From an optimization exercise on the open Yosys and OpenROAD flow, aimed at small area and a short achievable clock period; shortcuts taken in it are not production practice. In this exercise RTL edits were held to simulation tests only and were not proved equivalent to the original. Power and IR drop assume default switching activity.

==> build 4 <==
Design lookahead_router, start of the top module:
module lookahead_router (
  input  logic                                            clk,
  input  logic                                            rst,
  input  logic [noc_pkg::xy_width-1:0]                    position_i,
  input  logic [noc_pkg::num_ports*noc_pkg::link_width-1:0] link_i,
  output logic [noc_pkg::num_ports-1:0]                   stop_o,
  output logic [noc_pkg::num_ports*noc_pkg::link_width-1:0] link_o,
  input  logic [noc_pkg::num_ports-1:0]                   stop_i
);
  logic [noc_pkg::num_ports*noc_pkg::head_width-1:0] heads;
  logic [noc_pkg::num_ports*noc_pkg::num_ports-1:0] pop_out;
  logic [noc_pkg::num_ports*noc_pkg::num_ports-1:0] pop_in;
  logic [2:0] pos_x_inc;
  logic [2:0] pos_x_dec;
  logic [2:0] pos_y_inc;
  logic [2:0] pos_y_dec;
  logic [noc_pkg::xy_width-1:0] position_q;
  always_ff @(posedge clk) begin
    if (rst) begin
      position_q <= position_i;
    end
  end
  assign pos_x_inc = position_q[5:3] + 3'd1;
  assign pos_x_dec = position_q[5:3] - 3'd1;
  assign pos_y_inc = position_q[2:0] + 3'd1;
  assign pos_y_dec = position_q[2:0] - 3'd1;
  for (genvar o = 0; o < noc_pkg::num_ports; o++) begin : gen_pop_out
    for (genvar i = 0; i < noc_pkg::num_ports; i++) begin : gen_pop_in
      assign pop_in[i*noc_pkg::num_ports+o] = pop_out[o*noc_pkg::num_ports+i];
    end
  end
  for (genvar g = 0; g < noc_pkg::num_ports; g++) begin : gen_input
    router_input_port #(
      .port_idx (g)
    ) u_in (
      .clk        (clk),
      .rst        (rst),
      .position_i (position_q),
      .pos_x_inc_i (pos_x_inc),
      .pos_x_dec_i (pos_x_dec),
      .pos_y_inc_i (pos_y_inc),
      .pos_y_dec_i (pos_y_dec),
  ...
==> module router_output_port, before the edit <==
module router_output_port #(
  parameter int port_idx = 0
) (
  input  logic                                               clk,
  input  logic                                               rst,
  input  logic [noc_pkg::num_ports*noc_pkg::head_width-1:0] heads_i,
  input  logic                                               stop_i,
  output logic [noc_pkg::num_ports-1:0]                      pop_o,
  output logic [noc_pkg::link_width-1:0]                     link_o
);
  localparam int nk = noc_pkg::num_ports - 1;
  logic                            payload_q;
  logic [nk-1:0]                   req_col;
  logic [nk-1:0]                   void_col;
  logic [noc_pkg::flit_width-1:0]  flit_col [nk];
  logic [nk-1:0]                   grant;
  logic [nk-1:0]                   last;
  logic [nk-1:0]                   sel;
  logic [nk-1:0]                   take;
  logic                            any_req;
  logic                            last_void;
  logic                            fwd;
  logic                            tail;
  logic [noc_pkg::flit_width-1:0]  out_flit;
  logic [noc_pkg::flit_width-1:0]  data_q;
  logic [noc_pkg::flit_width-1:0]  next_data;
  logic                            void_q;
  always_comb begin
    for (int k = 0; k < nk; k++) begin
      req_col[k] = heads_i[((k < port_idx) ? k : k + 1)*noc_pkg::head_width + noc_pkg::h_request_lsb + port_idx];
      void_col[k] = heads_i[((k < port_idx) ? k : k + 1)*noc_pkg::head_width + noc_pkg::h_void];
      flit_col[k] = heads_i[((k < port_idx) ? k : k + 1)*noc_pkg::head_width + noc_pkg::h_flit_lsb +: noc_pkg::flit_width];
    end
  end
  rr_arbiter u_arb (
    .clk       (clk),
    .rst       (rst),
    .request_i (req_col),
    .update_i  (~stop_i & ~payload_q & any_req),
    .grant_o   (grant),
    .last_o    (last)
  );
  assign any_req = |req_col;
  assign last_void = |(last & void_col);
  assign sel = payload_q ? last : grant;
  assign fwd = payload_q ? ~last_void : any_req;
  assign take = payload_q ? (last & ~void_col) : grant;
  always_comb begin
    for (int p = 0; p < noc_pkg::num_ports; p++) begin
      pop_o[p] = 1'b0;
    end
    for (int k = 0; k < nk; k++) begin
      pop_o[(k < port_idx) ? k : k + 1] = take[k] & ~stop_i;
    end
  end
  always_comb begin
    out_flit = '0;
    for (int k = 0; k < nk; k++) begin
      if (sel[k]) begin
        out_flit = out_flit | flit_col[k];
      end
    end
  end
  always_comb begin
    next_data = data_q & {noc_pkg::flit_width{stop_i}};
    for (int k = 0; k < nk; k++) begin
      if (sel[k] & ~stop_i) begin
        next_data = next_data | flit_col[k];
      end
    end
  end
  assign tail = out_flit[noc_pkg::f_tail];
  always_ff @(posedge clk) begin
    if (rst) begin
      payload_q <= 1'b0;
      void_q <= 1'b1;
    end else if (!stop_i) begin
      if (fwd) begin
        payload_q <= ~tail;
      end
      void_q <= ~fwd;
    end
  end
  always_ff @(posedge clk) begin
    data_q <= next_data;
  end
  assign link_o = {data_q, void_q};
endmodule
Settings: LEC_CHECK=0, ABC_AREA=1, CAP_MARGIN=20, CORE_MARGIN=2, CORE_UTILIZATION=40, SETUP_SLACK_MARGIN=3.6, SLEW_MARGIN=20; clock period 6.2 ns.
standard.sh (not shown) runs the stock make flow with config.mk's settings and CLKGATE_MAP_FILE= SYNTH_SCRIPT=/design/flow/synth_recipe.tcl, a recipe that flattens the netlist after the stock synthesis.
==> flow/flow/run.sh <==
#!/bin/bash
# Standard layout, with the port buffers inserted as buf_2 instead of the
# default delay-buffer cell, so timing repair can size them like any buffer.
set -euo pipefail
export BUFFER_PORTS_ARGS="-buffer_cell sky130_fd_sc_hd__buf_2"
bash standard.sh > standard_make.log 2>&1
==> inputs of trial 64, as changes to build 4 <==
--- a/flow/design.v
+++ b/flow/design.v
@@ -28,33 +28,31 @@
   localparam int link_width = flit_width + 1;
   localparam int head_width = flit_width + 1 + num_ports;
   localparam int h_request_lsb = 0;
   localparam int h_void = num_ports;
   localparam int h_flit_lsb = num_ports + 1;
   localparam int code_width = 2;
-  localparam int entry_width = flit_width + code_width;
+  localparam int dir_width = 3;
 endpackage
 `timescale 1ns/1ps
 module router_fifo (
   input  logic                            clk,
   input  logic                            rst,
   input  logic                            wr_i,
   input  logic                            rd_i,
-  input  logic [noc_pkg::entry_width-1:0] data_i,
-  output logic [noc_pkg::entry_width-1:0] data_o,
+  input  logic [noc_pkg::flit_width-1:0] data_i,
+  output logic [noc_pkg::flit_width-1:0] data_o,
   output logic                            empty_o,
   output logic                            full_o
 );
-  logic [noc_pkg::entry_width-1:0] mem [0:noc_pkg::queue_depth-1];
+  logic [noc_pkg::flit_width-1:0] mem [0:noc_pkg::queue_depth-1];
   logic [noc_pkg::queue_depth-1:0] wr_q;
   logic [noc_pkg::queue_depth-1:0] rd_q;
   logic [noc_pkg::queue_depth-1:0] front_q;
   logic [noc_pkg::queue_depth-1:0] occ_q;
   logic                            empty_q;
-  logic [noc_pkg::queue_depth-1:0] rd_d;
-  logic [noc_pkg::queue_depth-1:0] occ_d;
   assign empty_o = empty_q;
   assign full_o = occ_q[3];
   always_comb begin
     data_o = '0;
     for (int j = 0; j < noc_pkg::queue_depth; j++) begin
       if (front_q[j]) begin
@@ -66,36 +64,41 @@
     for (int j = 0; j < noc_pkg::queue_depth; j++) begin
       if (wr_q[j] & ~occ_q[3]) begin
         mem[j] <= data_i;
       end
     end
   end
-  assign rd_d = rd_i ? {rd_q[2:0], rd_q[3]} : rd_q;
-  always_comb begin
-    occ_d = occ_q;
-    if (wr_i & ~rd_i) begin
-      occ_d = {occ_q[2:0], 1'b1};
-    end else if (rd_i & ~wr_i) begin
-      occ_d = {1'b0, occ_q[3:1]};
-    end
-  end
+  logic [noc_pkg::queue_depth-1:0] rd_rot;
+  logic [noc_pkg::queue_depth-1:0] front_pop;
+  logic [noc_pkg::queue_depth-1:0] front_keep;
+  logic [noc_pkg::queue_depth-1:0] occ_pop;
+  logic [noc_pkg::queue_depth-1:0] occ_keep;
+  logic                            empty_pop;
+  logic                            empty_keep;
+  assign rd_rot = {rd_q[2:0], rd_q[3]};
+  assign front_pop = (occ_q[1] | (occ_q[0] & wr_i)) ? rd_rot : '0;
+  assign front_keep = (occ_q[0] | wr_i) ? rd_q : '0;
+  assign occ_pop = wr_i ? occ_q : {1'b0, occ_q[3:1]};
+  assign occ_keep = wr_i ? {occ_q[2:0], 1'b1} : occ_q;
+  assign empty_pop = wr_i ? empty_q : ~occ_q[1];
+  assign empty_keep = empty_q & ~wr_i;
   always_ff @(posedge clk) begin
     if (rst) begin
       wr_q <= 4'b0001;
       rd_q <= 4'b0001;
       front_q <= '0;
       occ_q <= '0;
       empty_q <= 1'b1;
     end else begin
       if (wr_i) begin
         wr_q <= {wr_q[2:0], wr_q[3]};
       end
-      rd_q <= rd_d;
-      occ_q <= occ_d;
-      empty_q <= ~occ_d[0];
-      front_q <= occ_d[0] ? rd_d : '0;
+      rd_q <= rd_i ? rd_rot : rd_q;
+      occ_q <= rd_i ? occ_pop : occ_keep;
+      empty_q <= rd_i ? empty_pop : empty_keep;
+      front_q <= rd_i ? front_pop : front_keep;
     end
   end
 endmodule
 `timescale 1ns/1ps
 module xy_lookahead_route (
   input  logic [noc_pkg::xy_width-1:0]    position_i,
@@ -157,24 +160,31 @@
   input  logic [noc_pkg::num_ports-1:0]   pop_i,
   output logic                            stop_o,
   output logic [noc_pkg::head_width-1:0]  head_o
 );
   logic [noc_pkg::flit_width-1:0]  link_flit;
   logic                            link_void;
+  logic                            link_head;
   logic [noc_pkg::route_width-1:0] link_route;
   logic [noc_pkg::route_width-1:0] next_route;
   logic [noc_pkg::code_width-1:0]  link_code;
-  logic [noc_pkg::entry_width-1:0] entry;
-  logic [noc_pkg::entry_width-1:0] mem_head;
+  logic [noc_pkg::dir_width-1:0]   next_dir;
+  logic [noc_pkg::flit_width-1:0]  entry;
+  logic [noc_pkg::flit_width-1:0]  mem_head;
+  logic                            mem_is_head;
   logic [noc_pkg::route_width-1:0] mem_route;
+  logic [noc_pkg::route_width-1:0] mem_next;
+  logic [noc_pkg::flit_width-1:0]  mem_front;
+  logic [noc_pkg::flit_width-1:0]  link_front;
   logic [noc_pkg::flit_width-1:0]  front;
   logic [noc_pkg::num_ports-1:0]   request;
   logic                            empty;
   logic                            full;
   assign link_void = link_i[0];
   assign link_flit = link_i[noc_pkg::link_width-1:1];
+  assign link_head = link_flit[noc_pkg::f_head];
   assign link_route = link_flit[noc_pkg::f_route_lsb +: noc_pkg::route_width];
   xy_lookahead_route u_route (
     .position_i    (position_i),
     .pos_x_inc_i   (pos_x_inc_i),
     .pos_x_dec_i   (pos_x_dec_i),
     .pos_y_inc_i   (pos_y_inc_i),
@@ -188,36 +198,51 @@
     for (int k = 0; k < noc_pkg::num_ports - 1; k++) begin
       if (link_route[(k < port_idx) ? k : k + 1]) begin
         link_code = link_code | noc_pkg::code_width'(k);
       end
     end
   end
+  always_comb begin
+    next_dir = '0;
+    for (int p = 0; p < noc_pkg::num_ports; p++) begin
+      if (next_route[p]) begin
+        next_dir = next_dir | noc_pkg::dir_width'(p);
+      end
+    end
+  end
   assign entry = {link_flit[noc_pkg::flit_width-1:noc_pkg::route_width],
-                  link_flit[noc_pkg::f_head] ? next_route : link_route,
-                  link_code};
+                  link_head ? {link_code, next_dir} : link_route};
   router_fifo u_fifo (
     .clk     (clk),
     .rst     (rst),
     .wr_i    (~link_void),
     .rd_i    (|pop_i),
     .data_i  (entry),
     .data_o  (mem_head),
     .empty_o (empty),
     .full_o  (full)
   );
   assign stop_o = full;
-  assign front = mem_head[noc_pkg::entry_width-1:noc_pkg::code_width] |
-                 (empty ? entry[noc_pkg::entry_width-1:noc_pkg::code_width] : '0);
+  assign mem_is_head = mem_head[noc_pkg::f_head];
   always_comb begin
     mem_route = '0;
     for (int k = 0; k < noc_pkg::num_ports - 1; k++) begin
-      mem_route[(k < port_idx) ? k : k + 1] = mem_head[noc_pkg::code_width-1:0] == noc_pkg::code_width'(k);
+      mem_route[(k < port_idx) ? k : k + 1] =
+        mem_head[noc_pkg::dir_width +: noc_pkg::code_width] == noc_pkg::code_width'(k);
+    end
+    for (int p = 0; p < noc_pkg::num_ports; p++) begin
+      mem_next[p] = mem_head[noc_pkg::dir_width-1:0] == noc_pkg::dir_width'(p);
     end
   end
-  assign request = empty ? (link_route & {noc_pkg::route_width{~link_void & link_flit[noc_pkg::f_head]}})
-                         : (mem_route & {noc_pkg::route_width{mem_head[noc_pkg::code_width + noc_pkg::f_head]}});
+  assign mem_front = {mem_head[noc_pkg::flit_width-1:noc_pkg::route_width],
+                      mem_is_head ? mem_next : mem_head[noc_pkg::route_width-1:0]};
+  assign link_front = {link_flit[noc_pkg::flit_width-1:noc_pkg::route_width],
+                       link_head ? next_route : link_route};
+  assign front = mem_front | (empty ? link_front : '0);
+  assign request = empty ? (link_route & {noc_pkg::route_width{~link_void & link_head}})
+                         : (mem_route & {noc_pkg::route_width{mem_is_head}});
   assign head_o = {front, empty & link_void, request};
 endmodule
 `timescale 1ns/1ps
 module rr_arbiter (
   input  logic                          clk,
   input  logic                          rst,
@@ -347,34 +372,34 @@
   logic [noc_pkg::num_ports*noc_pkg::num_ports-1:0] pop_out;
   logic [noc_pkg::num_ports*noc_pkg::num_ports-1:0] pop_in;
   logic [2:0] pos_x_inc;
   logic [2:0] pos_x_dec;
   logic [2:0] pos_y_inc;
   logic [2:0] pos_y_dec;
-  logic [noc_pkg::xy_width-1:0] position_q;
+  logic [2:0] pos_y_q;
   always_ff @(posedge clk) begin
     if (rst) begin
-      position_q <= position_i;
+      pos_y_q <= position_i[2:0];
+      pos_x_inc <= position_i[5:3] + 3'd1;
+      pos_x_dec <= position_i[5:3] - 3'd1;
+      pos_y_inc <= position_i[2:0] + 3'd1;
+      pos_y_dec <= position_i[2:0] - 3'd1;
     end
   end
-  assign pos_x_inc = position_q[5:3] + 3'd1;
-  assign pos_x_dec = position_q[5:3] - 3'd1;
-  assign pos_y_inc = position_q[2:0] + 3'd1;
-  assign pos_y_dec = position_q[2:0] - 3'd1;
   for (genvar o = 0; o < noc_pkg::num_ports; o++) begin : gen_pop_out
     for (genvar i = 0; i < noc_pkg::num_ports; i++) begin : gen_pop_in
       assign pop_in[i*noc_pkg::num_ports+o] = pop_out[o*noc_pkg::num_ports+i];
     end
   end
   for (genvar g = 0; g < noc_pkg::num_ports; g++) begin : gen_input
     router_input_port #(
       .port_idx (g)
     ) u_in (
       .clk        (clk),
       .rst        (rst),
-      .position_i (position_q),
+      .position_i ({3'd0, pos_y_q}),
       .pos_x_inc_i (pos_x_inc),
       .pos_x_dec_i (pos_x_dec),
       .pos_y_inc_i (pos_y_inc),
       .pos_y_dec_i (pos_y_dec),
       .link_i     (link_i[g*noc_pkg::link_width +: noc_pkg::link_width]),
       .pop_i      (pop_in[g*noc_pkg::num_ports +: noc_pkg::num_ports]),
--- a/flow/config.mk
+++ b/flow/config.mk
@@ -5,9 +5,9 @@
 export SDC_FILE = /design/flow/constraint.sdc
 export NUM_CORES = 4
 export LEC_CHECK = 0
 export ABC_AREA = 1
 export CAP_MARGIN = 20
 export CORE_MARGIN = 2
-export CORE_UTILIZATION = 40
-export SETUP_SLACK_MARGIN = 3.6
+export CORE_UTILIZATION = 55
+export SETUP_SLACK_MARGIN = 3.7
 export SLEW_MARGIN = 20
==> inputs of trial 67, as changes to build 4 <==
--- a/flow/design.v
+++ b/flow/design.v
@@ -267,13 +267,12 @@
   logic                            any_req;
   logic                            last_void;
   logic                            fwd;
   logic                            tail;
   logic [noc_pkg::flit_width-1:0]  out_flit;
   logic [noc_pkg::flit_width-1:0]  data_q;
-  logic [noc_pkg::flit_width-1:0]  next_data;
   logic                            void_q;
   always_comb begin
     for (int k = 0; k < nk; k++) begin
       req_col[k] = heads_i[((k < port_idx) ? k : k + 1)*noc_pkg::head_width + noc_pkg::h_request_lsb + port_idx];
       void_col[k] = heads_i[((k < port_idx) ? k : k + 1)*noc_pkg::head_width + noc_pkg::h_void];
       flit_col[k] = heads_i[((k < port_idx) ? k : k + 1)*noc_pkg::head_width + noc_pkg::h_flit_lsb +: noc_pkg::flit_width];
@@ -305,20 +304,12 @@
     for (int k = 0; k < nk; k++) begin
       if (sel[k]) begin
         out_flit = out_flit | flit_col[k];
       end
     end
   end
-  always_comb begin
-    next_data = data_q & {noc_pkg::flit_width{stop_i}};
-    for (int k = 0; k < nk; k++) begin
-      if (sel[k] & ~stop_i) begin
-        next_data = next_data | flit_col[k];
-      end
-    end
-  end
   assign tail = out_flit[noc_pkg::f_tail];
   always_ff @(posedge clk) begin
     if (rst) begin
       payload_q <= 1'b0;
       void_q <= 1'b1;
     end else if (!stop_i) begin
@@ -326,13 +317,15 @@
         payload_q <= ~tail;
       end
       void_q <= ~fwd;
     end
   end
   always_ff @(posedge clk) begin
-    data_q <= next_data;
+    if (!stop_i) begin
+      data_q <= out_flit;
+    end
   end
   assign link_o = {data_q, void_q};
 endmodule
 `timescale 1ns/1ps
 module lookahead_router (
   input  logic                                            clk,
==> flow/run.sh (new file) <==
#!/bin/bash
# synth_recipe.tcl (not shown) runs the flow's synth.tcl, then flattens the netlist and writes it again
# the make line also repeats each setting of config.mk as NAME=value (left out here)
make -C /OpenROAD-flow-scripts/flow DESIGN_CONFIG=/design/flow/config.mk WORK_HOME=/design/flow/orfs CLKGATE_MAP_FILE= SYNTH_SCRIPT=/design/flow/synth_recipe.tcl finish
--- a/flow/config.mk
+++ b/flow/config.mk
@@ -6,8 +6,8 @@
 export NUM_CORES = 4
 export LEC_CHECK = 0
 export ABC_AREA = 1
 export CAP_MARGIN = 20
 export CORE_MARGIN = 2
 export CORE_UTILIZATION = 40
-export SETUP_SLACK_MARGIN = 3.6
+export SETUP_SLACK_MARGIN = 3.5
 export SLEW_MARGIN = 20
removed: flow/flow/run.sh
removed: flow/standard.sh
==> summary of the runs <==
Between trial 64 and build 4, the lower final cell count is in trial 64 (gap 8.9%, measured against build 4).
Clock-buffer cell count: trial 64 is lower than build 4 (20).
Die area, lowest first: trial 64, build 4, trial 67.
Setup slack: trial 67 < build 4 < trial 64.
Against build 4, the sequential share of layout area of trial 67 is higher by 1.8 points.
Sequential power: trial 67 > build 4 > trial 64.
The highest routed wire length belongs to build 4, the lowest to trial 64.
The highest critical path depth belongs to build 4, the lowest to trial 67.
Synthesized cell count, highest first: build 4, trial 64, trial 67.
Between trial 64 and build 4, the lower area after synthesis is in trial 64 (gap 1.5%, measured against build 4).

-- what the ideal ports hide --
How much do the figures lean on ideal ports? The routed layouts below were timed once more, with nothing changed but the port constraints. Step 1, drivers: a clkbuf_16 drives clk and a buf_2 each remaining input, both assumed. Step 2 moves the port delays by t, midway between the first and last clock arrival at a register: inputs arrive t later, outputs are due t later. That takes back most of the time a late clock gives input paths. Three values: no drivers, after step 1, after step 2; two values: the first two.
run	shift t [ns]	slack for setup (ns)	slew at the worst register clock pin (ns)
build 4	0.791	3.590 / 3.521 / 2.870	0.07 / 0.07
trial 64	0.738	3.621 / 3.611 / 2.874	0.07 / 0.07
trial 67	0.772	3.419 / 3.349 / 2.734	0.07 / 0.07
After both steps every run listed still meets setup and hold. For trial 64, which loses most, drivers alone change the setup slack by -0.010 ns; drivers and shift together by -0.747 ns.
